Background: an optimization exercise with open tools, aiming at small area, a short achievable clock period and few clock cycles per item. Do not read the settings as production practice.
In this exercise RTL edits were held to simulation tests only and were not proved equivalent to the original.

==> flow/design.v (outline; a module is shown in full before it is edited, if it fits) <==
// module svf_multichannel: 190 lines
// module svf_benc: 16 lines
// module svf_fa: 4 lines
// module svf_ha: 4 lines
// module svf_mac_f: 550 lines
// module svf_mac_q: 586 lines
// module svf_s2: 132 lines
module svf_multichannel #(
  parameter int SAMPLE_BITS = 16,
  parameter int CHANNELS    = 4,
  parameter int COEF_BITS   = 18
) (
  input  logic                            clk,
  input  logic                            rst,
  input  logic                            sample_clk,
  input  logic [CHANNELS*SAMPLE_BITS-1:0] in_data,
  input  logic [CHANNELS*COEF_BITS-1:0]   F,
  input  logic [CHANNELS*COEF_BITS-1:0]   Q1,
  input  logic [CHANNELS*2-1:0]           mode,
  input  logic [CHANNELS-1:0]             clear,
  output logic [CHANNELS*SAMPLE_BITS-1:0] out_data,
  output logic                            out_valid,
  output logic                            busy,
  output logic                            overrun
);
  // ...
==> flow/flow/run.sh <==
#!/bin/bash
# The standard layout (standard synthesis included), with two changes to how the
# layout is made: timing repair is asked to leave more setup slack than the default,
# so that paths end up well inside the period, and the port buffers are buf_1 cells.
set -euo pipefail
bash standard.sh SETUP_SLACK_MARGIN=8 "BUFFER_PORTS_ARGS=-buffer_cell sky130_fd_sc_hd__buf_1" finish > standard_flow.log 2>&1
==> flow/standard.sh <==
#!/bin/bash
# synth_recipe.tcl (not shown) runs the flow's synth.tcl, then flattens the netlist and writes it again
# the make line also repeats each setting of config.mk as NAME=value (left out here)
make -C /OpenROAD-flow-scripts/flow DESIGN_CONFIG=/design/flow/config.mk WORK_HOME=/design/flow/orfs CLKGATE_MAP_FILE= SYNTH_SCRIPT=/design/flow/synth_recipe.tcl "${@:-finish}"
==> flow/config.mk <==
export PLATFORM = sky130hd
export DESIGN_NAME = svf_multichannel
export DESIGN_NICKNAME = svf_multichannel
export VERILOG_FILES = /design/flow/design.v
export SDC_FILE = /design/flow/constraint.sdc
export NUM_CORES = 4
export LEC_CHECK = 0
export CAP_MARGIN = 20
export CORE_MARGIN = 2
export CORE_UTILIZATION = 40
export CTS_BUF_LIST = sky130_fd_sc_hd__clkbuf_8
export CTS_CLUSTER_DIAMETER = 50
export CTS_CLUSTER_SIZE = 20
export SLEW_MARGIN = 20
export SYNTH_HIERARCHICAL = 1
==> flow/constraint.sdc <==
create_clock -name core_clock -period 12.0 [get_ports {clk}]
set_input_delay 2.4000 -clock core_clock [delete_from_list [all_inputs] [get_ports {clk}]]
set_output_delay 2.4000 -clock core_clock [all_outputs]
set_load 0.01 [all_outputs]
==> metrics.json, run 1 <==
{
  "final_layout": {
    "fillCellCount": 10900,
    "inverters": 100,
    "clock_tree_area_fraction_pct": 3.72,
    "multi_input_gate_share_of_the_layout_cell_area_pct": 56.8,
    "area_growth_pct": 5.76
  },
  "logic_synthesis": {
    "mean_area_per_synthesized_cell_um2": 12.2,
    "ys_seq_area_share_pct": 32.2,
    "synth-async-reset-ratio_pct": 0,
    "synth_cells": 3873,
    "synth_area_leaders": "sky130_fd_sc_hd__dfxtp_1 (23%), sky130_fd_sc_hd__fa_1 (22%), sky130_fd_sc_hd__xnor2_1 (11%)"
  },
  "clock_tree": {
    "postCtsHoldBufs": 0,
    "post-cts-setup-buffers": 2,
    "h-tree-depth": 3
  },
  "setup_path": {
    "critPathMaxStageDelay_ns": 0.55,
    "worstPathRequired_ns": 12.67,
    "critical_path_class": "register to register"
  },
  "global_routing": {
    "antenna_found_initial": 6,
    "busiest_layer": "met2",
    "grt_pass1_vias": 31900
  },
  "routing": {
    "met2_length_um": 60100,
    "drt_iter0_drc": 2220
  },
  "min_path": {
    "whs_endpoint": "fd3_reg[13]"
  },
  "run_status": {
    "outcome": "complete, no violations"
  },
  "placed_design": {
    "instance_count_after_placement_with_tap_cells_included": 5344
  }
}
Testbench counts, summed over its fixed seeds: cycles 25,608, frames 3,200.
==> module svf_mac_f, before the edit <==
module svf_mac_f (input logic [18:0] a, input logic [8:0] one, two, neg, input logic [18:0] c, output logic [20:0] ys, yc, output logic cl);
  wire [20:0] ae = {{2{a[18]}}, a};
  wire p0_0 = (one[0] & ae[0]) ^ neg[0];
  wire p0_1 = ((one[0] & ae[1]) | (two[0] & ae[0])) ^ neg[0];
  wire p0_2 = ((one[0] & ae[2]) | (two[0] & ae[1])) ^ neg[0];
  wire p0_3 = ((one[0] & ae[3]) | (two[0] & ae[2])) ^ neg[0];
  wire p0_4 = ((one[0] & ae[4]) | (two[0] & ae[3])) ^ neg[0];
  wire p0_5 = ((one[0] & ae[5]) | (two[0] & ae[4])) ^ neg[0];
  wire p0_6 = ((one[0] & ae[6]) | (two[0] & ae[5])) ^ neg[0];
  wire p0_7 = ((one[0] & ae[7]) | (two[0] & ae[6])) ^ neg[0];
  wire p0_8 = ((one[0] & ae[8]) | (two[0] & ae[7])) ^ neg[0];
  wire p0_9 = ((one[0] & ae[9]) | (two[0] & ae[8])) ^ neg[0];
  wire p0_10 = ((one[0] & ae[10]) | (two[0] & ae[9])) ^ neg[0];
  wire p0_11 = ((one[0] & ae[11]) | (two[0] & ae[10])) ^ neg[0];
  wire p0_12 = ((one[0] & ae[12]) | (two[0] & ae[11])) ^ neg[0];
  wire p0_13 = ((one[0] & ae[13]) | (two[0] & ae[12])) ^ neg[0];
  wire p0_14 = ((one[0] & ae[14]) | (two[0] & ae[13])) ^ neg[0];
  wire p0_15 = ((one[0] & ae[15]) | (two[0] & ae[14])) ^ neg[0];
  wire p0_16 = ((one[0] & ae[16]) | (two[0] & ae[15])) ^ neg[0];
  wire p0_17 = ((one[0] & ae[17]) | (two[0] & ae[16])) ^ neg[0];
  wire p0_18 = ((one[0] & ae[18]) | (two[0] & ae[17])) ^ neg[0];
  wire p0_19 = ((one[0] & ae[19]) | (two[0] & ae[18])) ^ neg[0];
  wire p0_20 = ((one[0] & ae[20]) | (two[0] & ae[19])) ^ neg[0];
  wire p1_0 = (one[1] & ae[0]) ^ neg[1];
  wire p1_1 = ((one[1] & ae[1]) | (two[1] & ae[0])) ^ neg[1];
  wire p1_2 = ((one[1] & ae[2]) | (two[1] & ae[1])) ^ neg[1];
  wire p1_3 = ((one[1] & ae[3]) | (two[1] & ae[2])) ^ neg[1];
  wire p1_4 = ((one[1] & ae[4]) | (two[1] & ae[3])) ^ neg[1];
  wire p1_5 = ((one[1] & ae[5]) | (two[1] & ae[4])) ^ neg[1];
  wire p1_6 = ((one[1] & ae[6]) | (two[1] & ae[5])) ^ neg[1];
  wire p1_7 = ((one[1] & ae[7]) | (two[1] & ae[6])) ^ neg[1];
  wire p1_8 = ((one[1] & ae[8]) | (two[1] & ae[7])) ^ neg[1];
  wire p1_9 = ((one[1] & ae[9]) | (two[1] & ae[8])) ^ neg[1];
  wire p1_10 = ((one[1] & ae[10]) | (two[1] & ae[9])) ^ neg[1];
  wire p1_11 = ((one[1] & ae[11]) | (two[1] & ae[10])) ^ neg[1];
  wire p1_12 = ((one[1] & ae[12]) | (two[1] & ae[11])) ^ neg[1];
  wire p1_13 = ((one[1] & ae[13]) | (two[1] & ae[12])) ^ neg[1];
  wire p1_14 = ((one[1] & ae[14]) | (two[1] & ae[13])) ^ neg[1];
  wire p1_15 = ((one[1] & ae[15]) | (two[1] & ae[14])) ^ neg[1];
  wire p1_16 = ((one[1] & ae[16]) | (two[1] & ae[15])) ^ neg[1];
  wire p1_17 = ((one[1] & ae[17]) | (two[1] & ae[16])) ^ neg[1];
  wire p1_18 = ((one[1] & ae[18]) | (two[1] & ae[17])) ^ neg[1];
  wire p1_19 = ((one[1] & ae[19]) | (two[1] & ae[18])) ^ neg[1];
  wire p1_20 = ((one[1] & ae[20]) | (two[1] & ae[19])) ^ neg[1];
  wire p2_0 = (one[2] & ae[0]) ^ neg[2];
  wire p2_1 = ((one[2] & ae[1]) | (two[2] & ae[0])) ^ neg[2];
  wire p2_2 = ((one[2] & ae[2]) | (two[2] & ae[1])) ^ neg[2];
  wire p2_3 = ((one[2] & ae[3]) | (two[2] & ae[2])) ^ neg[2];
  wire p2_4 = ((one[2] & ae[4]) | (two[2] & ae[3])) ^ neg[2];
  wire p2_5 = ((one[2] & ae[5]) | (two[2] & ae[4])) ^ neg[2];
  wire p2_6 = ((one[2] & ae[6]) | (two[2] & ae[5])) ^ neg[2];
  wire p2_7 = ((one[2] & ae[7]) | (two[2] & ae[6])) ^ neg[2];
  wire p2_8 = ((one[2] & ae[8]) | (two[2] & ae[7])) ^ neg[2];
  wire p2_9 = ((one[2] & ae[9]) | (two[2] & ae[8])) ^ neg[2];
  wire p2_10 = ((one[2] & ae[10]) | (two[2] & ae[9])) ^ neg[2];
  wire p2_11 = ((one[2] & ae[11]) | (two[2] & ae[10])) ^ neg[2];
  wire p2_12 = ((one[2] & ae[12]) | (two[2] & ae[11])) ^ neg[2];
  wire p2_13 = ((one[2] & ae[13]) | (two[2] & ae[12])) ^ neg[2];
  wire p2_14 = ((one[2] & ae[14]) | (two[2] & ae[13])) ^ neg[2];
  wire p2_15 = ((one[2] & ae[15]) | (two[2] & ae[14])) ^ neg[2];
  wire p2_16 = ((one[2] & ae[16]) | (two[2] & ae[15])) ^ neg[2];
  wire p2_17 = ((one[2] & ae[17]) | (two[2] & ae[16])) ^ neg[2];
  wire p2_18 = ((one[2] & ae[18]) | (two[2] & ae[17])) ^ neg[2];
  wire p2_19 = ((one[2] & ae[19]) | (two[2] & ae[18])) ^ neg[2];
  wire p2_20 = ((one[2] & ae[20]) | (two[2] & ae[19])) ^ neg[2];
  wire p3_0 = (one[3] & ae[0]) ^ neg[3];
  wire p3_1 = ((one[3] & ae[1]) | (two[3] & ae[0])) ^ neg[3];
  wire p3_2 = ((one[3] & ae[2]) | (two[3] & ae[1])) ^ neg[3];
  wire p3_3 = ((one[3] & ae[3]) | (two[3] & ae[2])) ^ neg[3];
  wire p3_4 = ((one[3] & ae[4]) | (two[3] & ae[3])) ^ neg[3];
  wire p3_5 = ((one[3] & ae[5]) | (two[3] & ae[4])) ^ neg[3];
  wire p3_6 = ((one[3] & ae[6]) | (two[3] & ae[5])) ^ neg[3];
  wire p3_7 = ((one[3] & ae[7]) | (two[3] & ae[6])) ^ neg[3];
  wire p3_8 = ((one[3] & ae[8]) | (two[3] & ae[7])) ^ neg[3];
  wire p3_9 = ((one[3] & ae[9]) | (two[3] & ae[8])) ^ neg[3];
  wire p3_10 = ((one[3] & ae[10]) | (two[3] & ae[9])) ^ neg[3];
  wire p3_11 = ((one[3] & ae[11]) | (two[3] & ae[10])) ^ neg[3];
  wire p3_12 = ((one[3] & ae[12]) | (two[3] & ae[11])) ^ neg[3];
  wire p3_13 = ((one[3] & ae[13]) | (two[3] & ae[12])) ^ neg[3];
  wire p3_14 = ((one[3] & ae[14]) | (two[3] & ae[13])) ^ neg[3];
  wire p3_15 = ((one[3] & ae[15]) | (two[3] & ae[14])) ^ neg[3];
  wire p3_16 = ((one[3] & ae[16]) | (two[3] & ae[15])) ^ neg[3];
  wire p3_17 = ((one[3] & ae[17]) | (two[3] & ae[16])) ^ neg[3];
  wire p3_18 = ((one[3] & ae[18]) | (two[3] & ae[17])) ^ neg[3];
  wire p3_19 = ((one[3] & ae[19]) | (two[3] & ae[18])) ^ neg[3];
  wire p3_20 = ((one[3] & ae[20]) | (two[3] & ae[19])) ^ neg[3];
  wire p4_0 = (one[4] & ae[0]) ^ neg[4];
  wire p4_1 = ((one[4] & ae[1]) | (two[4] & ae[0])) ^ neg[4];
  wire p4_2 = ((one[4] & ae[2]) | (two[4] & ae[1])) ^ neg[4];
  wire p4_3 = ((one[4] & ae[3]) | (two[4] & ae[2])) ^ neg[4];
  wire p4_4 = ((one[4] & ae[4]) | (two[4] & ae[3])) ^ neg[4];
  wire p4_5 = ((one[4] & ae[5]) | (two[4] & ae[4])) ^ neg[4];
  wire p4_6 = ((one[4] & ae[6]) | (two[4] & ae[5])) ^ neg[4];
  wire p4_7 = ((one[4] & ae[7]) | (two[4] & ae[6])) ^ neg[4];
  wire p4_8 = ((one[4] & ae[8]) | (two[4] & ae[7])) ^ neg[4];
  wire p4_9 = ((one[4] & ae[9]) | (two[4] & ae[8])) ^ neg[4];
  wire p4_10 = ((one[4] & ae[10]) | (two[4] & ae[9])) ^ neg[4];
  wire p4_11 = ((one[4] & ae[11]) | (two[4] & ae[10])) ^ neg[4];
  wire p4_12 = ((one[4] & ae[12]) | (two[4] & ae[11])) ^ neg[4];
  wire p4_13 = ((one[4] & ae[13]) | (two[4] & ae[12])) ^ neg[4];
  wire p4_14 = ((one[4] & ae[14]) | (two[4] & ae[13])) ^ neg[4];
  wire p4_15 = ((one[4] & ae[15]) | (two[4] & ae[14])) ^ neg[4];
  wire p4_16 = ((one[4] & ae[16]) | (two[4] & ae[15])) ^ neg[4];
  wire p4_17 = ((one[4] & ae[17]) | (two[4] & ae[16])) ^ neg[4];
  wire p4_18 = ((one[4] & ae[18]) | (two[4] & ae[17])) ^ neg[4];
  wire p4_19 = ((one[4] & ae[19]) | (two[4] & ae[18])) ^ neg[4];
  wire p4_20 = ((one[4] & ae[20]) | (two[4] & ae[19])) ^ neg[4];
  wire p5_0 = (one[5] & ae[0]) ^ neg[5];
  wire p5_1 = ((one[5] & ae[1]) | (two[5] & ae[0])) ^ neg[5];
  wire p5_2 = ((one[5] & ae[2]) | (two[5] & ae[1])) ^ neg[5];
  wire p5_3 = ((one[5] & ae[3]) | (two[5] & ae[2])) ^ neg[5];
  wire p5_4 = ((one[5] & ae[4]) | (two[5] & ae[3])) ^ neg[5];
  wire p5_5 = ((one[5] & ae[5]) | (two[5] & ae[4])) ^ neg[5];
  wire p5_6 = ((one[5] & ae[6]) | (two[5] & ae[5])) ^ neg[5];
  wire p5_7 = ((one[5] & ae[7]) | (two[5] & ae[6])) ^ neg[5];
  wire p5_8 = ((one[5] & ae[8]) | (two[5] & ae[7])) ^ neg[5];
  wire p5_9 = ((one[5] & ae[9]) | (two[5] & ae[8])) ^ neg[5];
  wire p5_10 = ((one[5] & ae[10]) | (two[5] & ae[9])) ^ neg[5];
  wire p5_11 = ((one[5] & ae[11]) | (two[5] & ae[10])) ^ neg[5];
  wire p5_12 = ((one[5] & ae[12]) | (two[5] & ae[11])) ^ neg[5];
  wire p5_13 = ((one[5] & ae[13]) | (two[5] & ae[12])) ^ neg[5];
  wire p5_14 = ((one[5] & ae[14]) | (two[5] & ae[13])) ^ neg[5];
  wire p5_15 = ((one[5] & ae[15]) | (two[5] & ae[14])) ^ neg[5];
  wire p5_16 = ((one[5] & ae[16]) | (two[5] & ae[15])) ^ neg[5];
  wire p5_17 = ((one[5] & ae[17]) | (two[5] & ae[16])) ^ neg[5];
  wire p5_18 = ((one[5] & ae[18]) | (two[5] & ae[17])) ^ neg[5];
  wire p5_19 = ((one[5] & ae[19]) | (two[5] & ae[18])) ^ neg[5];
  wire p5_20 = ((one[5] & ae[20]) | (two[5] & ae[19])) ^ neg[5];
  wire p6_0 = (one[6] & ae[0]) ^ neg[6];
  wire p6_1 = ((one[6] & ae[1]) | (two[6] & ae[0])) ^ neg[6];
  wire p6_2 = ((one[6] & ae[2]) | (two[6] & ae[1])) ^ neg[6];
  wire p6_3 = ((one[6] & ae[3]) | (two[6] & ae[2])) ^ neg[6];
  wire p6_4 = ((one[6] & ae[4]) | (two[6] & ae[3])) ^ neg[6];
  wire p6_5 = ((one[6] & ae[5]) | (two[6] & ae[4])) ^ neg[6];
  wire p6_6 = ((one[6] & ae[6]) | (two[6] & ae[5])) ^ neg[6];
  wire p6_7 = ((one[6] & ae[7]) | (two[6] & ae[6])) ^ neg[6];
  wire p6_8 = ((one[6] & ae[8]) | (two[6] & ae[7])) ^ neg[6];
  wire p6_9 = ((one[6] & ae[9]) | (two[6] & ae[8])) ^ neg[6];
  wire p6_10 = ((one[6] & ae[10]) | (two[6] & ae[9])) ^ neg[6];
  wire p6_11 = ((one[6] & ae[11]) | (two[6] & ae[10])) ^ neg[6];
  wire p6_12 = ((one[6] & ae[12]) | (two[6] & ae[11])) ^ neg[6];
  wire p6_13 = ((one[6] & ae[13]) | (two[6] & ae[12])) ^ neg[6];
  wire p6_14 = ((one[6] & ae[14]) | (two[6] & ae[13])) ^ neg[6];
  wire p6_15 = ((one[6] & ae[15]) | (two[6] & ae[14])) ^ neg[6];
  wire p6_16 = ((one[6] & ae[16]) | (two[6] & ae[15])) ^ neg[6];
  wire p6_17 = ((one[6] & ae[17]) | (two[6] & ae[16])) ^ neg[6];
  wire p6_18 = ((one[6] & ae[18]) | (two[6] & ae[17])) ^ neg[6];
  wire p6_19 = ((one[6] & ae[19]) | (two[6] & ae[18])) ^ neg[6];
  wire p6_20 = ((one[6] & ae[20]) | (two[6] & ae[19])) ^ neg[6];
  wire p7_0 = (one[7] & ae[0]) ^ neg[7];
  wire p7_1 = ((one[7] & ae[1]) | (two[7] & ae[0])) ^ neg[7];
  wire p7_2 = ((one[7] & ae[2]) | (two[7] & ae[1])) ^ neg[7];
  wire p7_3 = ((one[7] & ae[3]) | (two[7] & ae[2])) ^ neg[7];
  wire p7_4 = ((one[7] & ae[4]) | (two[7] & ae[3])) ^ neg[7];
  wire p7_5 = ((one[7] & ae[5]) | (two[7] & ae[4])) ^ neg[7];
  wire p7_6 = ((one[7] & ae[6]) | (two[7] & ae[5])) ^ neg[7];
  wire p7_7 = ((one[7] & ae[7]) | (two[7] & ae[6])) ^ neg[7];
  wire p7_8 = ((one[7] & ae[8]) | (two[7] & ae[7])) ^ neg[7];
  wire p7_9 = ((one[7] & ae[9]) | (two[7] & ae[8])) ^ neg[7];
  wire p7_10 = ((one[7] & ae[10]) | (two[7] & ae[9])) ^ neg[7];
  wire p7_11 = ((one[7] & ae[11]) | (two[7] & ae[10])) ^ neg[7];
  wire p7_12 = ((one[7] & ae[12]) | (two[7] & ae[11])) ^ neg[7];
  wire p7_13 = ((one[7] & ae[13]) | (two[7] & ae[12])) ^ neg[7];
  wire p7_14 = ((one[7] & ae[14]) | (two[7] & ae[13])) ^ neg[7];
  wire p7_15 = ((one[7] & ae[15]) | (two[7] & ae[14])) ^ neg[7];
  wire p7_16 = ((one[7] & ae[16]) | (two[7] & ae[15])) ^ neg[7];
  wire p7_17 = ((one[7] & ae[17]) | (two[7] & ae[16])) ^ neg[7];
  wire p7_18 = ((one[7] & ae[18]) | (two[7] & ae[17])) ^ neg[7];
  wire p7_19 = ((one[7] & ae[19]) | (two[7] & ae[18])) ^ neg[7];
  wire p7_20 = ((one[7] & ae[20]) | (two[7] & ae[19])) ^ neg[7];
  wire p8_0 = (one[8] & ae[0]) ^ neg[8];
  wire p8_1 = ((one[8] & ae[1]) | (two[8] & ae[0])) ^ neg[8];
  wire p8_2 = ((one[8] & ae[2]) | (two[8] & ae[1])) ^ neg[8];
  wire p8_3 = ((one[8] & ae[3]) | (two[8] & ae[2])) ^ neg[8];
  wire p8_4 = ((one[8] & ae[4]) | (two[8] & ae[3])) ^ neg[8];
  wire p8_5 = ((one[8] & ae[5]) | (two[8] & ae[4])) ^ neg[8];
  wire p8_6 = ((one[8] & ae[6]) | (two[8] & ae[5])) ^ neg[8];
  wire p8_7 = ((one[8] & ae[7]) | (two[8] & ae[6])) ^ neg[8];
  wire p8_8 = ((one[8] & ae[8]) | (two[8] & ae[7])) ^ neg[8];
  wire p8_9 = ((one[8] & ae[9]) | (two[8] & ae[8])) ^ neg[8];
  wire p8_10 = ((one[8] & ae[10]) | (two[8] & ae[9])) ^ neg[8];
  wire p8_11 = ((one[8] & ae[11]) | (two[8] & ae[10])) ^ neg[8];
  wire p8_12 = ((one[8] & ae[12]) | (two[8] & ae[11])) ^ neg[8];
  wire p8_13 = ((one[8] & ae[13]) | (two[8] & ae[12])) ^ neg[8];
  wire p8_14 = ((one[8] & ae[14]) | (two[8] & ae[13])) ^ neg[8];
  wire p8_15 = ((one[8] & ae[15]) | (two[8] & ae[14])) ^ neg[8];
  wire p8_16 = ((one[8] & ae[16]) | (two[8] & ae[15])) ^ neg[8];
  wire p8_17 = ((one[8] & ae[17]) | (two[8] & ae[16])) ^ neg[8];
  wire p8_18 = ((one[8] & ae[18]) | (two[8] & ae[17])) ^ neg[8];
  wire p8_19 = ((one[8] & ae[19]) | (two[8] & ae[18])) ^ neg[8];
  wire p8_20 = ((one[8] & ae[20]) | (two[8] & ae[19])) ^ neg[8];
  wire t1, t2;
  svf_ha u_t1 (.a(p0_16), .b(p1_14), .s(t1), .co(t2));
  wire t3, t4;
  svf_fa u_t3 (.a(p0_17), .b(p1_15), .c(p2_13), .s(t3), .co(t4));
  wire t5, t6;
  svf_fa u_t5 (.a(p0_18), .b(p1_16), .c(p2_14), .s(t5), .co(t6));
  wire t7, t8;
  svf_fa u_t7 (.a(p0_19), .b(p1_17), .c(p2_15), .s(t7), .co(t8));
  wire t9, t10;
  svf_fa u_t9 (.a(~p0_20), .b(p1_18), .c(p2_16), .s(t9), .co(t10));
  wire t11, t12;
  svf_ha u_t11 (.a(p3_14), .b(p4_12), .s(t11), .co(t12));
  wire t13, t14;
  svf_fa u_t13 (.a(p1_19), .b(p2_17), .c(p3_15), .s(t13), .co(t14));
  wire t15, t16;
  svf_ha u_t15 (.a(p4_13), .b(p5_11), .s(t15), .co(t16));
  wire t17, t18;
  svf_fa u_t17 (.a(~p1_20), .b(p2_18), .c(p3_16), .s(t17), .co(t18));
  wire t19, t20;
  svf_ha u_t19 (.a(p2_19), .b(p3_17), .s(t19), .co(t20));
  wire t21, t22;
  svf_ha u_t21 (.a(p0_10), .b(p1_8), .s(t21), .co(t22));
  wire t23, t24;
  svf_ha u_t23 (.a(p0_11), .b(p1_9), .s(t23), .co(t24));
  wire t25, t26;
  svf_fa u_t25 (.a(p0_12), .b(p1_10), .c(p2_8), .s(t25), .co(t26));
  wire t27, t28;
  svf_ha u_t27 (.a(p3_6), .b(p4_4), .s(t27), .co(t28));
  wire t29, t30;
  svf_fa u_t29 (.a(p0_13), .b(p1_11), .c(p2_9), .s(t29), .co(t30));
  wire t31, t32;
  svf_ha u_t31 (.a(p3_7), .b(p4_5), .s(t31), .co(t32));
  wire t33, t34;
  svf_fa u_t33 (.a(p0_14), .b(p1_12), .c(p2_10), .s(t33), .co(t34));
  wire t35, t36;
  svf_fa u_t35 (.a(p3_8), .b(p4_6), .c(p5_4), .s(t35), .co(t36));
  wire t37, t38;
  svf_ha u_t37 (.a(p6_2), .b(p7_0), .s(t37), .co(t38));
  wire t39, t40;
  svf_fa u_t39 (.a(p0_15), .b(p1_13), .c(p2_11), .s(t39), .co(t40));
  wire t41, t42;
  svf_fa u_t41 (.a(p3_9), .b(p4_7), .c(p5_5), .s(t41), .co(t42));
  wire t43, t44;
  svf_ha u_t43 (.a(p6_3), .b(p7_1), .s(t43), .co(t44));
  wire t45, t46;
  svf_fa u_t45 (.a(t1), .b(p2_12), .c(p3_10), .s(t45), .co(t46));
  wire t47, t48;
  svf_fa u_t47 (.a(p4_8), .b(p5_6), .c(p6_4), .s(t47), .co(t48));
  wire t49, t50;
  svf_fa u_t49 (.a(p7_2), .b(p8_0), .c(neg[8]), .s(t49), .co(t50));
  wire t51, t52;
  svf_fa u_t51 (.a(t2), .b(t3), .c(p3_11), .s(t51), .co(t52));
  wire t53, t54;
  svf_fa u_t53 (.a(p4_9), .b(p5_7), .c(p6_5), .s(t53), .co(t54));
  wire t55, t56;
  svf_fa u_t55 (.a(p7_3), .b(p8_1), .c(c[0]), .s(t55), .co(t56));
  wire t57, t58;
  svf_fa u_t57 (.a(t4), .b(t5), .c(p3_12), .s(t57), .co(t58));
  wire t59, t60;
  svf_fa u_t59 (.a(p4_10), .b(p5_8), .c(p6_6), .s(t59), .co(t60));
  wire t61, t62;
  svf_fa u_t61 (.a(p7_4), .b(p8_2), .c(c[1]), .s(t61), .co(t62));
  wire t63, t64;
  svf_fa u_t63 (.a(t6), .b(t7), .c(p3_13), .s(t63), .co(t64));
  wire t65, t66;
  svf_fa u_t65 (.a(p4_11), .b(p5_9), .c(p6_7), .s(t65), .co(t66));
  wire t67, t68;
  svf_fa u_t67 (.a(p7_5), .b(p8_3), .c(c[2]), .s(t67), .co(t68));
  wire t69, t70;
  svf_fa u_t69 (.a(t8), .b(t9), .c(t11), .s(t69), .co(t70));
  wire t71, t72;
  svf_fa u_t71 (.a(p5_10), .b(p6_8), .c(p7_6), .s(t71), .co(t72));
  wire t73, t74;
  svf_fa u_t73 (.a(p8_4), .b(c[3]), .c(1'b1), .s(t73), .co(t74));
  wire t75, t76;
  svf_fa u_t75 (.a(t10), .b(t12), .c(t13), .s(t75), .co(t76));
  wire t77, t78;
  svf_fa u_t77 (.a(t15), .b(p6_9), .c(p7_7), .s(t77), .co(t78));
  wire t79, t80;
  svf_fa u_t79 (.a(p8_5), .b(c[4]), .c(1'b1), .s(t79), .co(t80));
  wire t81, t82;
  svf_fa u_t81 (.a(t14), .b(t16), .c(t17), .s(t81), .co(t82));
  wire t83, t84;
  svf_fa u_t83 (.a(p4_14), .b(p5_12), .c(p6_10), .s(t83), .co(t84));
  wire t85, t86;
  svf_fa u_t85 (.a(p7_8), .b(p8_6), .c(c[5]), .s(t85), .co(t86));
  wire t87, t88;
  svf_fa u_t87 (.a(t18), .b(t19), .c(p4_15), .s(t87), .co(t88));
  wire t89, t90;
  svf_fa u_t89 (.a(p5_13), .b(p6_11), .c(p7_9), .s(t89), .co(t90));
  wire t91, t92;
  svf_fa u_t91 (.a(p8_7), .b(c[6]), .c(1'b1), .s(t91), .co(t92));
  wire t93, t94;
  svf_fa u_t93 (.a(t20), .b(~p2_20), .c(p3_18), .s(t93), .co(t94));
  wire t95, t96;
  svf_fa u_t95 (.a(p4_16), .b(p5_14), .c(p6_12), .s(t95), .co(t96));
  wire t97, t98;
  svf_fa u_t97 (.a(p7_10), .b(p8_8), .c(c[7]), .s(t97), .co(t98));
  wire t99, t100;
  svf_fa u_t99 (.a(p3_19), .b(p4_17), .c(p5_15), .s(t99), .co(t100));
  wire t101, t102;
  svf_fa u_t101 (.a(p6_13), .b(p7_11), .c(p8_9), .s(t101), .co(t102));
  wire t103, t104;
  svf_ha u_t103 (.a(c[8]), .b(1'b1), .s(t103), .co(t104));
  wire t105, t106;
  svf_fa u_t105 (.a(~p3_20), .b(p4_18), .c(p5_16), .s(t105), .co(t106));
  wire t107, t108;
  svf_fa u_t107 (.a(p6_14), .b(p7_12), .c(p8_10), .s(t107), .co(t108));
  wire t109, t110;
  svf_fa u_t109 (.a(p4_19), .b(p5_17), .c(p6_15), .s(t109), .co(t110));
  wire t111, t112;
  svf_ha u_t111 (.a(p7_13), .b(p8_11), .s(t111), .co(t112));
  wire t113, t114;
  svf_fa u_t113 (.a(~p4_20), .b(p5_18), .c(p6_16), .s(t113), .co(t114));
  wire t115, t116;
  svf_ha u_t115 (.a(p5_19), .b(p6_17), .s(t115), .co(t116));
  wire t117, t118;
  svf_ha u_t117 (.a(p0_6), .b(p1_4), .s(t117), .co(t118));
  wire t119, t120;
  svf_ha u_t119 (.a(p0_7), .b(p1_5), .s(t119), .co(t120));
  wire t121, t122;
  svf_fa u_t121 (.a(p0_8), .b(p1_6), .c(p2_4), .s(t121), .co(t122));
  wire t123, t124;
  svf_ha u_t123 (.a(p3_2), .b(p4_0), .s(t123), .co(t124));
  wire t125, t126;
  svf_fa u_t125 (.a(p0_9), .b(p1_7), .c(p2_5), .s(t125), .co(t126));
  wire t127, t128;
  svf_ha u_t127 (.a(p3_3), .b(p4_1), .s(t127), .co(t128));
  wire t129, t130;
  svf_fa u_t129 (.a(t21), .b(p2_6), .c(p3_4), .s(t129), .co(t130));
  wire t131, t132;
  svf_fa u_t131 (.a(p4_2), .b(p5_0), .c(neg[5]), .s(t131), .co(t132));
  wire t133, t134;
  svf_fa u_t133 (.a(t22), .b(t23), .c(p2_7), .s(t133), .co(t134));
  wire t135, t136;
  svf_fa u_t135 (.a(p3_5), .b(p4_3), .c(p5_1), .s(t135), .co(t136));
  wire t137, t138;
  svf_fa u_t137 (.a(t24), .b(t25), .c(t27), .s(t137), .co(t138));
  wire t139, t140;
  svf_fa u_t139 (.a(p5_2), .b(p6_0), .c(neg[6]), .s(t139), .co(t140));
  wire t141, t142;
  svf_fa u_t141 (.a(t26), .b(t28), .c(t29), .s(t141), .co(t142));
  wire t143, t144;
  svf_fa u_t143 (.a(t31), .b(p5_3), .c(p6_1), .s(t143), .co(t144));
  wire t145, t146;
  svf_fa u_t145 (.a(t30), .b(t32), .c(t33), .s(t145), .co(t146));
  wire t147, t148;
  svf_fa u_t147 (.a(t35), .b(t37), .c(neg[7]), .s(t147), .co(t148));
  wire t149, t150;
  svf_fa u_t149 (.a(t34), .b(t36), .c(t38), .s(t149), .co(t150));
  wire t151, t152;
  svf_fa u_t151 (.a(t39), .b(t41), .c(t43), .s(t151), .co(t152));
  wire t153, t154;
  svf_fa u_t153 (.a(t40), .b(t42), .c(t44), .s(t153), .co(t154));
  wire t155, t156;
  svf_fa u_t155 (.a(t45), .b(t47), .c(t49), .s(t155), .co(t156));
  wire t157, t158;
  svf_fa u_t157 (.a(t46), .b(t48), .c(t50), .s(t157), .co(t158));
  wire t159, t160;
  svf_fa u_t159 (.a(t51), .b(t53), .c(t55), .s(t159), .co(t160));
  wire t161, t162;
  svf_fa u_t161 (.a(t52), .b(t54), .c(t56), .s(t161), .co(t162));
  wire t163, t164;
  svf_fa u_t163 (.a(t57), .b(t59), .c(t61), .s(t163), .co(t164));
  wire t165, t166;
  svf_fa u_t165 (.a(t58), .b(t60), .c(t62), .s(t165), .co(t166));
  wire t167, t168;
  svf_fa u_t167 (.a(t63), .b(t65), .c(t67), .s(t167), .co(t168));
  wire t169, t170;
  svf_fa u_t169 (.a(t64), .b(t66), .c(t68), .s(t169), .co(t170));
  wire t171, t172;
  svf_fa u_t171 (.a(t69), .b(t71), .c(t73), .s(t171), .co(t172));
  wire t173, t174;
  svf_fa u_t173 (.a(t70), .b(t72), .c(t74), .s(t173), .co(t174));
  wire t175, t176;
  svf_fa u_t175 (.a(t75), .b(t77), .c(t79), .s(t175), .co(t176));
  wire t177, t178;
  svf_fa u_t177 (.a(t76), .b(t78), .c(t80), .s(t177), .co(t178));
  wire t179, t180;
  svf_fa u_t179 (.a(t81), .b(t83), .c(t85), .s(t179), .co(t180));
  wire t181, t182;
  svf_fa u_t181 (.a(t82), .b(t84), .c(t86), .s(t181), .co(t182));
  wire t183, t184;
  svf_fa u_t183 (.a(t87), .b(t89), .c(t91), .s(t183), .co(t184));
  wire t185, t186;
  svf_fa u_t185 (.a(t88), .b(t90), .c(t92), .s(t185), .co(t186));
  wire t187, t188;
  svf_fa u_t187 (.a(t93), .b(t95), .c(t97), .s(t187), .co(t188));
  wire t189, t190;
  svf_fa u_t189 (.a(t94), .b(t96), .c(t98), .s(t189), .co(t190));
  wire t191, t192;
  svf_fa u_t191 (.a(t99), .b(t101), .c(t103), .s(t191), .co(t192));
  wire t193, t194;
  svf_fa u_t193 (.a(t100), .b(t102), .c(t104), .s(t193), .co(t194));
  wire t195, t196;
  svf_fa u_t195 (.a(t105), .b(t107), .c(c[9]), .s(t195), .co(t196));
  wire t197, t198;
  svf_fa u_t197 (.a(t106), .b(t108), .c(t109), .s(t197), .co(t198));
  wire t199, t200;
  svf_fa u_t199 (.a(t111), .b(c[10]), .c(1'b1), .s(t199), .co(t200));
  wire t201, t202;
  svf_fa u_t201 (.a(t110), .b(t112), .c(t113), .s(t201), .co(t202));
  wire t203, t204;
  svf_fa u_t203 (.a(p7_14), .b(p8_12), .c(c[11]), .s(t203), .co(t204));
  wire t205, t206;
  svf_fa u_t205 (.a(t114), .b(t115), .c(p7_15), .s(t205), .co(t206));
  wire t207, t208;
  svf_fa u_t207 (.a(p8_13), .b(c[12]), .c(1'b1), .s(t207), .co(t208));
  wire t209, t210;
  svf_fa u_t209 (.a(t116), .b(~p5_20), .c(p6_18), .s(t209), .co(t210));
  wire t211, t212;
  svf_fa u_t211 (.a(p7_16), .b(p8_14), .c(c[13]), .s(t211), .co(t212));
  wire t213, t214;
  svf_fa u_t213 (.a(p6_19), .b(p7_17), .c(p8_15), .s(t213), .co(t214));
  wire t215, t216;
  svf_ha u_t215 (.a(c[14]), .b(1'b1), .s(t215), .co(t216));
  wire t217, t218;
  svf_fa u_t217 (.a(~p6_20), .b(p7_18), .c(p8_16), .s(t217), .co(t218));
  wire t219, t220;
  svf_ha u_t219 (.a(p7_19), .b(p8_17), .s(t219), .co(t220));
  wire t221, t222;
  svf_ha u_t221 (.a(p0_4), .b(p1_2), .s(t221), .co(t222));
  wire t223, t224;
  svf_ha u_t223 (.a(p0_5), .b(p1_3), .s(t223), .co(t224));
  wire t225, t226;
  svf_fa u_t225 (.a(t117), .b(p2_2), .c(p3_0), .s(t225), .co(t226));
  wire t227, t228;
  svf_fa u_t227 (.a(t118), .b(t119), .c(p2_3), .s(t227), .co(t228));
  wire t229, t230;
  svf_fa u_t229 (.a(t120), .b(t121), .c(t123), .s(t229), .co(t230));
  wire t231, t232;
  svf_fa u_t231 (.a(t122), .b(t124), .c(t125), .s(t231), .co(t232));
  wire t233, t234;
  svf_fa u_t233 (.a(t126), .b(t128), .c(t129), .s(t233), .co(t234));
  wire t235, t236;
  svf_fa u_t235 (.a(t130), .b(t132), .c(t133), .s(t235), .co(t236));
  wire t237, t238;
  svf_fa u_t237 (.a(t134), .b(t136), .c(t137), .s(t237), .co(t238));
  wire t239, t240;
  svf_fa u_t239 (.a(t138), .b(t140), .c(t141), .s(t239), .co(t240));
  wire t241, t242;
  svf_fa u_t241 (.a(t142), .b(t144), .c(t145), .s(t241), .co(t242));
  wire t243, t244;
  svf_fa u_t243 (.a(t146), .b(t148), .c(t149), .s(t243), .co(t244));
  wire t245, t246;
  svf_fa u_t245 (.a(t150), .b(t152), .c(t153), .s(t245), .co(t246));
  wire t247, t248;
  svf_fa u_t247 (.a(t154), .b(t156), .c(t157), .s(t247), .co(t248));
  wire t249, t250;
  svf_fa u_t249 (.a(t158), .b(t160), .c(t161), .s(t249), .co(t250));
  wire t251, t252;
  svf_fa u_t251 (.a(t162), .b(t164), .c(t165), .s(t251), .co(t252));
  wire t253, t254;
  svf_fa u_t253 (.a(t166), .b(t168), .c(t169), .s(t253), .co(t254));
  wire t255, t256;
  svf_fa u_t255 (.a(t170), .b(t172), .c(t173), .s(t255), .co(t256));
  wire t257, t258;
  svf_fa u_t257 (.a(t174), .b(t176), .c(t177), .s(t257), .co(t258));
  wire t259, t260;
  svf_fa u_t259 (.a(t178), .b(t180), .c(t181), .s(t259), .co(t260));
  wire t261, t262;
  svf_fa u_t261 (.a(t182), .b(t184), .c(t185), .s(t261), .co(t262));
  wire t263, t264;
  svf_fa u_t263 (.a(t186), .b(t188), .c(t189), .s(t263), .co(t264));
  wire t265, t266;
  svf_fa u_t265 (.a(t190), .b(t192), .c(t193), .s(t265), .co(t266));
  wire t267, t268;
  svf_fa u_t267 (.a(t194), .b(t196), .c(t197), .s(t267), .co(t268));
  wire t269, t270;
  svf_fa u_t269 (.a(t198), .b(t200), .c(t201), .s(t269), .co(t270));
  wire t271, t272;
  svf_fa u_t271 (.a(t202), .b(t204), .c(t205), .s(t271), .co(t272));
  wire t273, t274;
  svf_fa u_t273 (.a(t206), .b(t208), .c(t209), .s(t273), .co(t274));
  wire t275, t276;
  svf_fa u_t275 (.a(t210), .b(t212), .c(t213), .s(t275), .co(t276));
  wire t277, t278;
  svf_fa u_t277 (.a(t214), .b(t216), .c(t217), .s(t277), .co(t278));
  wire t279, t280;
  svf_fa u_t279 (.a(t218), .b(t219), .c(c[16]), .s(t279), .co(t280));
  wire t281, t282;
  svf_fa u_t281 (.a(t220), .b(~p7_20), .c(p8_18), .s(t281), .co(t282));
  wire t283, t284;
  svf_ha u_t283 (.a(p8_19), .b(c[18]), .s(t283), .co(t284));
  wire t285, t286;
  svf_ha u_t285 (.a(p0_2), .b(p1_0), .s(t285), .co(t286));
  wire t287, t288;
  svf_ha u_t287 (.a(p0_3), .b(p1_1), .s(t287), .co(t288));
  wire t289, t290;
  svf_fa u_t289 (.a(t221), .b(p2_0), .c(neg[2]), .s(t289), .co(t290));
  wire t291, t292;
  svf_fa u_t291 (.a(t222), .b(t223), .c(p2_1), .s(t291), .co(t292));
  wire t293, t294;
  svf_fa u_t293 (.a(t224), .b(t225), .c(neg[3]), .s(t293), .co(t294));
  wire t295, t296;
  svf_fa u_t295 (.a(t226), .b(t227), .c(p3_1), .s(t295), .co(t296));
  wire t297, t298;
  svf_fa u_t297 (.a(t228), .b(t229), .c(neg[4]), .s(t297), .co(t298));
  wire t299, t300;
  svf_fa u_t299 (.a(t230), .b(t231), .c(t127), .s(t299), .co(t300));
  wire t301, t302;
  svf_fa u_t301 (.a(t232), .b(t233), .c(t131), .s(t301), .co(t302));
  wire t303, t304;
  svf_fa u_t303 (.a(t234), .b(t235), .c(t135), .s(t303), .co(t304));
  wire t305, t306;
  svf_fa u_t305 (.a(t236), .b(t237), .c(t139), .s(t305), .co(t306));
  wire t307, t308;
  svf_fa u_t307 (.a(t238), .b(t239), .c(t143), .s(t307), .co(t308));
  wire t309, t310;
  svf_fa u_t309 (.a(t240), .b(t241), .c(t147), .s(t309), .co(t310));
  wire t311, t312;
  svf_fa u_t311 (.a(t242), .b(t243), .c(t151), .s(t311), .co(t312));
  wire t313, t314;
  svf_fa u_t313 (.a(t244), .b(t245), .c(t155), .s(t313), .co(t314));
  wire t315, t316;
  svf_fa u_t315 (.a(t246), .b(t247), .c(t159), .s(t315), .co(t316));
  wire t317, t318;
  svf_fa u_t317 (.a(t248), .b(t249), .c(t163), .s(t317), .co(t318));
  wire t319, t320;
  svf_fa u_t319 (.a(t250), .b(t251), .c(t167), .s(t319), .co(t320));
  wire t321, t322;
  svf_fa u_t321 (.a(t252), .b(t253), .c(t171), .s(t321), .co(t322));
  wire t323, t324;
  svf_fa u_t323 (.a(t254), .b(t255), .c(t175), .s(t323), .co(t324));
  wire t325, t326;
  svf_fa u_t325 (.a(t256), .b(t257), .c(t179), .s(t325), .co(t326));
  wire t327, t328;
  svf_fa u_t327 (.a(t258), .b(t259), .c(t183), .s(t327), .co(t328));
  wire t329, t330;
  svf_fa u_t329 (.a(t260), .b(t261), .c(t187), .s(t329), .co(t330));
  wire t331, t332;
  svf_fa u_t331 (.a(t262), .b(t263), .c(t191), .s(t331), .co(t332));
  wire t333, t334;
  svf_fa u_t333 (.a(t264), .b(t265), .c(t195), .s(t333), .co(t334));
  wire t335, t336;
  svf_fa u_t335 (.a(t266), .b(t267), .c(t199), .s(t335), .co(t336));
  wire t337, t338;
  svf_fa u_t337 (.a(t268), .b(t269), .c(t203), .s(t337), .co(t338));
  wire t339, t340;
  svf_fa u_t339 (.a(t270), .b(t271), .c(t207), .s(t339), .co(t340));
  wire t341, t342;
  svf_fa u_t341 (.a(t272), .b(t273), .c(t211), .s(t341), .co(t342));
  wire t343, t344;
  svf_fa u_t343 (.a(t274), .b(t275), .c(t215), .s(t343), .co(t344));
  wire t345, t346;
  svf_fa u_t345 (.a(t276), .b(t277), .c(c[15]), .s(t345), .co(t346));
  wire t347, t348;
  svf_fa u_t347 (.a(t278), .b(t279), .c(1'b1), .s(t347), .co(t348));
  wire t349, t350;
  svf_fa u_t349 (.a(t280), .b(t281), .c(c[17]), .s(t349), .co(t350));
  wire t351, t352;
  svf_fa u_t351 (.a(t282), .b(t283), .c(1'b1), .s(t351), .co(t352));
  wire [35:0] ra = {t350, t348, t346, t344, t342, t340, t338, t336, t334, t332, t330, t328, t326, t324, t322, t320, t318, t316, t314, t312, t310, t308, t306, t304, t302, t300, t298, t296, t294, t292, t290, t288, t286, t285, p0_1, p0_0};
  wire [35:0] rb = {t351, t349, t347, t345, t343, t341, t339, t337, t335, t333, t331, t329, t327, t325, t323, t321, t319, t317, t315, t313, t311, t309, t307, t305, t303, t301, t299, t297, t295, t293, t291, t289, t287, neg[1], 1'b0, neg[0]};
  wire [15:0] sl = {1'b0, ra[14:0]} + {1'b0, rb[14:0]};
  assign cl = sl[15];
  assign ys = ra[35:15];
  assign yc = rb[35:15];
endmodule
==> run 2, diff against run 1 <==
--- a/flow/design.v
+++ b/flow/design.v
@@ -478,3 +478,4 @@
   wire t73, t74;
-  svf_fa u_t73 (.a(p8_4), .b(c[3]), .c(1'b1), .s(t73), .co(t74));
+  assign t73 = ~(p8_4 ^ c[3]);
+  assign t74 = p8_4 | c[3];
   wire t75, t76;
@@ -484,3 +485,4 @@
   wire t79, t80;
-  svf_fa u_t79 (.a(p8_5), .b(c[4]), .c(1'b1), .s(t79), .co(t80));
+  assign t79 = ~(p8_5 ^ c[4]);
+  assign t80 = p8_5 | c[4];
   wire t81, t82;
@@ -496,3 +498,4 @@
   wire t91, t92;
-  svf_fa u_t91 (.a(p8_7), .b(c[6]), .c(1'b1), .s(t91), .co(t92));
+  assign t91 = ~(p8_7 ^ c[6]);
+  assign t92 = p8_7 | c[6];
   wire t93, t94;
@@ -508,3 +511,4 @@
   wire t103, t104;
-  svf_ha u_t103 (.a(c[8]), .b(1'b1), .s(t103), .co(t104));
+  assign t103 = ~c[8];
+  assign t104 = c[8];
   wire t105, t106;
@@ -604,3 +608,4 @@
   wire t199, t200;
-  svf_fa u_t199 (.a(t111), .b(c[10]), .c(1'b1), .s(t199), .co(t200));
+  assign t199 = ~(t111 ^ c[10]);
+  assign t200 = t111 | c[10];
   wire t201, t202;
@@ -612,3 +617,4 @@
   wire t207, t208;
-  svf_fa u_t207 (.a(p8_13), .b(c[12]), .c(1'b1), .s(t207), .co(t208));
+  assign t207 = ~(p8_13 ^ c[12]);
+  assign t208 = p8_13 | c[12];
   wire t209, t210;
@@ -620,3 +626,4 @@
   wire t215, t216;
-  svf_ha u_t215 (.a(c[14]), .b(1'b1), .s(t215), .co(t216));
+  assign t215 = ~c[14];
+  assign t216 = c[14];
   wire t217, t218;
@@ -752,3 +759,4 @@
   wire t347, t348;
-  svf_fa u_t347 (.a(t278), .b(t279), .c(1'b1), .s(t347), .co(t348));
+  assign t347 = ~(t278 ^ t279);
+  assign t348 = t278 | t279;
   wire t349, t350;
@@ -756,3 +764,4 @@
   wire t351, t352;
-  svf_fa u_t351 (.a(t282), .b(t283), .c(1'b1), .s(t351), .co(t352));
+  assign t351 = ~(t282 ^ t283);
+  assign t352 = t282 | t283;
   wire [35:0] ra = {t350, t348, t346, t344, t342, t340, t338, t336, t334, t332, t330, t328, t326, t324, t322, t320, t318, t316, t314, t312, t310, t308, t306, t304, t302, t300, t298, t296, t294, t292, t290, t288, t286, t285, p0_1, p0_0};
@@ -1010,3 +1019,4 @@
   wire t55, t56;
-  svf_ha u_t55 (.a(p6_1), .b(1'b1), .s(t55), .co(t56));
+  assign t55 = ~p6_1;
+  assign t56 = p6_1;
   wire t57, t58;
@@ -1016,3 +1026,4 @@
   wire t61, t62;
-  svf_fa u_t61 (.a(p7_0), .b(neg[7]), .c(1'b1), .s(t61), .co(t62));
+  assign t61 = ~(p7_0 ^ neg[7]);
+  assign t62 = p7_0 | neg[7];
   wire t63, t64;
@@ -1022,3 +1033,4 @@
   wire t67, t68;
-  svf_fa u_t67 (.a(p6_3), .b(p7_1), .c(1'b1), .s(t67), .co(t68));
+  assign t67 = ~(p6_3 ^ p7_1);
+  assign t68 = p6_3 | p7_1;
   wire t69, t70;
@@ -1052,3 +1064,4 @@
   wire t97, t98;
-  svf_fa u_t97 (.a(p8_4), .b(c[4]), .c(1'b1), .s(t97), .co(t98));
+  assign t97 = ~(p8_4 ^ c[4]);
+  assign t98 = p8_4 | c[4];
   wire t99, t100;
@@ -1058,3 +1071,4 @@
   wire t103, t104;
-  svf_fa u_t103 (.a(p8_5), .b(c[5]), .c(1'b1), .s(t103), .co(t104));
+  assign t103 = ~(p8_5 ^ c[5]);
+  assign t104 = p8_5 | c[5];
   wire t105, t106;
@@ -1070,3 +1084,4 @@
   wire t115, t116;
-  svf_fa u_t115 (.a(p8_7), .b(c[7]), .c(1'b1), .s(t115), .co(t116));
+  assign t115 = ~(p8_7 ^ c[7]);
+  assign t116 = p8_7 | c[7];
   wire t117, t118;
@@ -1082,3 +1097,4 @@
   wire t127, t128;
-  svf_ha u_t127 (.a(c[9]), .b(1'b1), .s(t127), .co(t128));
+  assign t127 = ~c[9];
+  assign t128 = c[9];
   wire t129, t130;
@@ -1106,3 +1122,4 @@
   wire t151, t152;
-  svf_ha u_t151 (.a(p3_1), .b(1'b1), .s(t151), .co(t152));
+  assign t151 = ~p3_1;
+  assign t152 = p3_1;
   wire t153, t154;
@@ -1110,3 +1127,4 @@
   wire t155, t156;
-  svf_fa u_t155 (.a(p4_0), .b(neg[4]), .c(1'b1), .s(t155), .co(t156));
+  assign t155 = ~(p4_0 ^ neg[4]);
+  assign t156 = p4_0 | neg[4];
   wire t157, t158;
@@ -1114,3 +1132,4 @@
   wire t159, t160;
-  svf_fa u_t159 (.a(p3_3), .b(p4_1), .c(1'b1), .s(t159), .co(t160));
+  assign t159 = ~(p3_3 ^ p4_1);
+  assign t160 = p3_3 | p4_1;
   wire t161, t162;
@@ -1118,3 +1137,4 @@
   wire t163, t164;
-  svf_fa u_t163 (.a(p5_0), .b(neg[5]), .c(1'b1), .s(t163), .co(t164));
+  assign t163 = ~(p5_0 ^ neg[5]);
+  assign t164 = p5_0 | neg[5];
   wire t165, t166;
@@ -1122,3 +1142,4 @@
   wire t167, t168;
-  svf_fa u_t167 (.a(t43), .b(p5_1), .c(1'b1), .s(t167), .co(t168));
+  assign t167 = ~(t43 ^ p5_1);
+  assign t168 = t43 | p5_1;
   wire t169, t170;
@@ -1126,3 +1147,4 @@
   wire t171, t172;
-  svf_fa u_t171 (.a(t47), .b(t49), .c(1'b1), .s(t171), .co(t172));
+  assign t171 = ~(t47 ^ t49);
+  assign t172 = t47 | t49;
   wire t173, t174;
@@ -1186,3 +1208,4 @@
   wire t231, t232;
-  svf_fa u_t231 (.a(t135), .b(c[11]), .c(1'b1), .s(t231), .co(t232));
+  assign t231 = ~(t135 ^ c[11]);
+  assign t232 = t135 | c[11];
   wire t233, t234;
@@ -1194,3 +1217,4 @@
   wire t239, t240;
-  svf_fa u_t239 (.a(p8_13), .b(c[13]), .c(1'b1), .s(t239), .co(t240));
+  assign t239 = ~(p8_13 ^ c[13]);
+  assign t240 = p8_13 | c[13];
   wire t241, t242;
@@ -1202,3 +1226,4 @@
   wire t247, t248;
-  svf_ha u_t247 (.a(c[15]), .b(1'b1), .s(t247), .co(t248));
+  assign t247 = ~c[15];
+  assign t248 = c[15];
   wire t249, t250;
@@ -1276,13 +1301,19 @@
   wire t321, t322;
-  svf_ha u_t321 (.a(p0_1), .b(1'b1), .s(t321), .co(t322));
+  assign t321 = ~p0_1;
+  assign t322 = p0_1;
   wire t323, t324;
-  svf_fa u_t323 (.a(t253), .b(neg[1]), .c(1'b1), .s(t323), .co(t324));
+  assign t323 = ~(t253 ^ neg[1]);
+  assign t324 = t253 | neg[1];
   wire t325, t326;
-  svf_fa u_t325 (.a(t254), .b(t255), .c(1'b1), .s(t325), .co(t326));
+  assign t325 = ~(t254 ^ t255);
+  assign t326 = t254 | t255;
   wire t327, t328;
-  svf_fa u_t327 (.a(t256), .b(t257), .c(1'b1), .s(t327), .co(t328));
+  assign t327 = ~(t256 ^ t257);
+  assign t328 = t256 | t257;
   wire t329, t330;
-  svf_fa u_t329 (.a(t258), .b(t259), .c(1'b1), .s(t329), .co(t330));
+  assign t329 = ~(t258 ^ t259);
+  assign t330 = t258 | t259;
   wire t331, t332;
-  svf_fa u_t331 (.a(t260), .b(t261), .c(1'b1), .s(t331), .co(t332));
+  assign t331 = ~(t260 ^ t261);
+  assign t332 = t260 | t261;
   wire t333, t334;
@@ -1340,3 +1371,4 @@
   wire t385, t386;
-  svf_fa u_t385 (.a(t314), .b(t315), .c(1'b1), .s(t385), .co(t386));
+  assign t385 = ~(t314 ^ t315);
+  assign t386 = t314 | t315;
   wire t387, t388;
--- a/flow/config.mk
+++ b/flow/config.mk
@@ -9,6 +9,3 @@
 export CORE_MARGIN = 2
-export CORE_UTILIZATION = 40
-export CTS_BUF_LIST = sky130_fd_sc_hd__clkbuf_8
-export CTS_CLUSTER_DIAMETER = 50
-export CTS_CLUSTER_SIZE = 20
+export CORE_UTILIZATION = 55
 export SLEW_MARGIN = 20
==> run 2 against run 1 <==
Compared with the run above: die area shrank 28%; first-iteration DRC count rose by 12%; maximum frequency up 2.8%; non-clock buffer count fell by 6; clock skew rose by 0.0039 ns; cell count down 6.4%; clock-buffer cell count grew 21; utilization is 16 points higher; critical path type unchanged; largest cell class unchanged.
==> metrics.json, run 2 <==
{
  "clock_tree": {
    "postCtsHoldBufs": {"value": 0, "change": "unchanged"},
    "clkTransAtPathRegs": {"value": 0.07, "unit": "ns", "change": "was 0.11 ns"},
    "ctsRootBufferMaster": {"value": "sky130_fd_sc_hd__clkbuf_16", "change": "was sky130_fd_sc_hd__clkbuf_8"},
    "clkSinkCount": {"value": 682, "change": "unchanged"},
    "clock_tree_from_tritoncts": {"value": "yes", "change": "unchanged"},
    "tritoncts.num_buffers": {"value": 76, "change": "was 79"},
    "h-tree-depth": {"value": 3, "change": "unchanged"},
    "max-clock-path-buffers": {"value": 3, "change": "unchanged"},
    "clock_insertion_delay_worst_skew": {"value": 0.65, "unit": "ns", "change": "was 0.76 ns"}
  },
  "setup_path": {
    "critPathMaxStageDelay": {"value": 0.54, "unit": "ns", "change": "was 0.55 ns"},
    "critical_path_class": {"value": "register to register", "change": "unchanged"},
    "worstPathRequired": {"value": 12.53, "unit": "ns", "change": "was 12.67 ns"},
    "end_kind": {"value": "register", "change": "unchanged"},
    "timing.critical_path.arrival": {"value": 4.45, "unit": "ns", "change": "was 4.70 ns"},
    "path_max_fanout": {"value": 37, "change": "unchanged"},
    "crit_path_frequent_cell": {"value": "sky130_fd_sc_hd__fa_1", "change": "unchanged"},
    "crit_path_cell_trace": {"value": "buf_6 -> a22oi_1 -> xnor2_1 -> fa_1 -> fa_1 -> fa_1 -> fa_1 -> ha_1 -> a21oi_1 -> o21ai_0 -> a21oi_1 -> o21ai_1", "change": "was buf_12 -> a22oi_1 -> xnor2_1 -> fa_1 -> fa_1 -> fa_1 -> fa_1 -> ha_1 -> nand3_1 -> nor3_2 -> o31ai_1 -> o211ai_1"},
    "timing.critical_path.from_type": {"value": "register", "change": "unchanged"},
    "cp_slowest_cell": {"value": "sky130_fd_sc_hd__fa_1", "change": "unchanged"}
  },
  "logic_synthesis": {
    "proportion_of_netlist_area_held_by_the_largest_area_contributor": {"value": 22.8, "unit": "%", "change": "was 22.5%"},
    "synth_area_leaders": {"value": "sky130_fd_sc_hd__dfxtp_1 (23%), sky130_fd_sc_hd__fa_1 (21%), sky130_fd_sc_hd__xnor2_1 (10%)", "change": "was sky130_fd_sc_hd__dfxtp_1 (23%), sky130_fd_sc_hd__fa_1 (22%), sky130_fd_sc_hd__xnor2_1 (11%)"},
    "synth-async-reset-ratio": {"value": 0, "unit": "%", "change": "unchanged"},
    "yosys_register_bits": {"value": 682, "change": "unchanged"},
    "mean_area_per_synthesized_cell": {"value": 11.8, "unit": "µm²", "change": "was 12.2 µm²"},
    "syn-cell-area": {"value": 46600, "unit": "µm²", "change": "was 47,100 µm²"},
    "synth.lib_cells_used.distinct": {"value": 85, "change": "was 86"},
    "synth_edf_count": {"value": 152, "change": "unchanged"},
    "synthesis.yosys.warnings": {"value": 24, "change": "unchanged"},
    "synthTopCellsByCount": {"value": "sky130_fd_sc_hd__xnor2_1 (555), sky130_fd_sc_hd__dfxtp_1 (530), sky130_fd_sc_hd__fa_1 (480)", "change": "was sky130_fd_sc_hd__xnor2_1 (573), sky130_fd_sc_hd__dfxtp_1 (530), sky130_fd_sc_hd__fa_1 (512)"},
    "synthDominantAreaCellType": {"value": "sky130_fd_sc_hd__dfxtp_1", "change": "unchanged"},
    "ys_seq_area_share": {"value": 32.6, "unit": "%", "change": "was 32.2%"},
    "synth_cells": {"value": 3963, "change": "was 3,873"},
    "yosys.cell_count.top_type": {"value": "sky130_fd_sc_hd__xnor2_1", "change": "unchanged"},
    "postSynth.topFlopCell": {"value": "sky130_fd_sc_hd__dfxtp_1", "change": "unchanged"}
  },
  "final_layout": {
    "final_layout_size_suffix_gt1_share": {"value": 12.4, "unit": "%", "change": "was 14.1%"},
    "layout_common_cells": {"value": "sky130_fd_sc_hd__xnor2_1 (553), sky130_fd_sc_hd__dfxtp_1 (498), sky130_fd_sc_hd__fa_1 (479)", "change": "was sky130_fd_sc_hd__xnor2_1 (572), sky130_fd_sc_hd__fa_1 (507), sky130_fd_sc_hd__dfxtp_1 (493)"},
    "area_growth": {"value": 6.47, "unit": "%", "change": "was 5.76%"},
    "fillCellCount": {"value": 7080, "change": "was 10,900"},
    "final_common_cell": {"value": "sky130_fd_sc_hd__xnor2_1", "change": "unchanged"},
    "layout.nets": {"value": 4894, "change": "was 4,866"}
  },
  "timing": {
    "hold_viol_final": {"value": 0, "change": "unchanged"},
    "fin_crit_share": {"value": 32.7, "unit": "%", "change": "was 33.6%"},
    "layout_min_cycle_time": {"value": 3.93, "unit": "ns", "change": "was 4.04 ns"},
    "timing.slew.headroom": {"value": 18.4, "unit": "%", "change": "was 22.4%"},
    "fin_skew": {"value": 0.0535, "unit": "ns", "change": "was 0.0496 ns"},
    "setup_total_negative_slack": {"value": 0, "unit": "ns", "change": "unchanged"},
    "final_setup_violating_endpoints": {"value": 0, "change": "unchanged"},
    "fmax": {"value": 255, "unit": "MHz", "change": "was 248 MHz"},
    "rsz0062_at_grt": {"value": "yes", "change": "unchanged"},
    "tightestPinTransition": {"value": 1.22, "unit": "ns", "change": "was 1.16 ns"},
    "finalMaxSlewViolations": {"value": 0, "change": "unchanged"}
  },
  "floorplan": {
    "fp.dieArea": {"value": 87100, "unit": "µm²", "change": "was 121,000 µm²"},
    "placeableCoreArea": {"value": 83800, "unit": "µm²", "change": "was 117,000 µm²"},
    "rows": {"value": 106, "change": "was 125"},
    "initial_core_util": {"value": 55.6, "unit": "%", "change": "was 40.4%"},
    "pin_count": {"value": 290, "change": "unchanged"},
    "die-width": {"value": 295, "unit": "µm", "change": "was 347 µm"},
    "die-height": {"value": 295, "unit": "µm", "change": "was 347 µm"}
  },
  "placed_design": {
    "gpl.final_weighted_congestion": {"value": 0.894, "change": "was 0.874"},
    "buffer_ports.inserted": {"value": 289, "change": "unchanged"},
    "post-dp-hpwl": {"value": 83300, "unit": "µm", "change": "was 85,000 µm"}
  },
  "global_routing": {
    "grt_use_met2": {"value": 47.2, "unit": "%", "change": "was 33.8%"},
    "total_routing_usage_gr": {"value": 27.9, "unit": "%", "change": "was 20.5%"},
    "grt_start_max_net_pins": {"value": 78, "change": "was 69"},
    "global_route_wire_length_before_repair": {"value": 185000, "unit": "µm", "change": "was 190,000 µm"},
    "globalRouteMet3Util": {"value": 4.70, "unit": "%", "change": "was 3.99%"},
    "grtUsageMet1": {"value": 36.8, "unit": "%", "change": "was 26.5%"},
    "antenna_found_initial": {"value": 1, "change": "was 6"},
    "gr-total-overflow": {"value": 0, "change": "unchanged"},
    "busiest_layer": {"value": "met2", "change": "unchanged"},
    "grt_pass1_vias": {"value": 31200, "change": "was 31,900"}
  },
  "routing": {
    "vias": {"value": 29900, "change": "was 30,000"},
    "drt-wirelength-per-cell": {"value": 23.4, "unit": "µm", "change": "was 22.6 µm"},
    "route.antenna.remaining_nets": {"value": 0, "change": "unchanged"},
    "drt_iter0_drc": {"value": 2492, "change": "was 2,220"},
    "route.final.wire_length": {"value": 121000, "unit": "µm", "change": "was 125,000 µm"},
    "post-route-drc-count": {"value": 0, "change": "unchanged"},
    "routed_via_density": {"value": 5.79, "change": "was 5.44"},
    "detailedRoute.firstPassIterationCount": {"value": 7, "change": "unchanged"}
  },
  "min_path": {
    "timing.hold.worst.class": {"value": "register to register", "change": "unchanged"}
  },
  "run_status": {
    "outcome": {"value": "complete, no violations", "change": "unchanged"}
  },
  "flow_run": {
    "maxCapViolations": {"value": 0, "change": "unchanged"}
  }
}
run 2: changes by cell type in the layout (fill, tap and decap cells not counted), moves of 19 or more:
cell,before,now
sky130_fd_sc_hd__clkbuf_8,85,12
sky130_fd_sc_hd__xnor2_1,572,553
sky130_fd_sc_hd__clkbuf_16,3,81
sky130_fd_sc_hd__a22oi_2,61,34
sky130_fd_sc_hd__a22oi_1,426,453
sky130_fd_sc_hd__fa_1,507,479
sky130_fd_sc_hd__inv_1,103,200
sky130_fd_sc_hd__conb_1,41,0
sky130_fd_sc_hd__ha_1,213,232
run 2: kinds of logic (layout without fill, tap and decap cells):
logic type,count (synthesis),after routing,synth area share [%]
flip-flops,682,682,32.6
buffers and inverters,666,724,8.53
AO/OA/AOI/OAI,853,853,13.5
adder cells (fa/ha/maj),712,712,26.9
other,0,3,0
XOR/XNOR,613,613,11.5
multiplexers,173,173,4.16
AND/OR/NAND/NOR,264,264,2.80
run 2: final timing paths:
| kind | start | end | slack (ns) | cells past startpoint |
|---|---|---|---|---|
| setup / recovery | bp_reg[3][2] | ql2_reg | 8.07 | 12 |
| hold / removal | fd2_reg[11] | fd3_reg[11] | 0.31 | 0 |
| setup reg to reg | bp_reg[3][2] | ql2_reg | 8.07 | 12 |
| hold reg to reg | fd2_reg[11] | fd3_reg[11] | 0.31 | 0 |
run 2: layout make-up:
class / instances / area (µm²) / share of cell area [%]
multi-input cells: 2615 / 27600 / 55.6
flip-flops and latches: 682 / 15200 / 30.7
clock buffers: 105 / 2170 / 4.38
repair buffers: 384 / 2050 / 4.13
well taps: 1134 / 1420 / 2.86
inverters: 200 / 751 / 1.51
clock inverters: 35 / 402 / 0.810
diodes: 3 / 7.51 / 0.0151
run 2: through the flow:
stage	area, µm²	hold slack [ns]	util (%)	std cells	setup WS, ns
6_report	49600	0.307	59.2	5158	8.07
5_1_grt	49600	0.306	59.2	5156	7.89
4_1_cts	49300	0.294	58.8	5144	8.00
3_5_place_dp	46500	0.312	55.5	5002	7.71
3_3_place_gp	46500	0.310	55.5	5002	7.78
2_1_floorplan	46600	0.310	-	3963	8.12
run 2: what timing repair did:
| action | in CTS | in global routing |
|---|---|---|
| setup endpoints to repair | 50 | 41 |
| resized for setup | 40 | 64 |
| buffers inserted | 2 | 8 |
| pin swaps | 1 | 9 |
| cloned | 0 | 3 |
run 2: routing by layer:
metal | routed length [µm] | vias to the layer above
met5 | 0 | -
met4 | 3100 | 0
met3 | 8110 | 205
met2 | 59100 | 1139
met1 | 50500 | 15100
li1 | - | 13500
run 2: critical path: cells and delay by family (launching register included):
family                     cells  cell delay, ns
adders and majority gates      5            2.20
DFF                            1            0.35
xor gates and xnor gates       1            0.21
AOI/OAI and AO/OA              5            0.64
buffers and inverters          1            0.37
run 2: per-module statistics from Yosys, one instance, submodules excluded:
module	flip-flops and latches	area, µm²
svf_multichannel	682	20200
svf_mac_f	0	4430
svf_mac_q	0	4320
svf_s2	0	1990
svf_benc	0	299
svf_fa	0	20.0
svf_ha	0	12.5
Testbench counts of run 2, summed over its fixed seeds: cycles 25,608, frames 3,200.

## static timing again, ports no longer ideal
No port has a modelled driver above. Below, the same layouts with a new extraction and two added sets of constraints.
Step 1: set_driving_cell puts a clkbuf_16 on clk and a buf_2 on each other input, an assumption about the parent block.
Step 2 times the ports against the registers' clock, not the clock port: input delays grow and output delays shrink by t, the midpoint of the rising clock arrivals with the driver on.
a / b / c = ideal / step 1 / step 2; a / b = the first two.
run	t, ns	setup WS [ns]	clock arrival spread, ns	worst data-port slew with drivers (ns)
run 1	0.807	7.963 / 7.963 / 7.717	0.059 / 0.058	0.12
run 2	0.685	8.075 / 8.047 / 7.680	0.057 / 0.057	0.07
After both steps setup and hold are still met in every run listed. The setup slack of run 2, which loses most, moves by -0.028 ns with the drivers and by -0.395 ns with both steps.
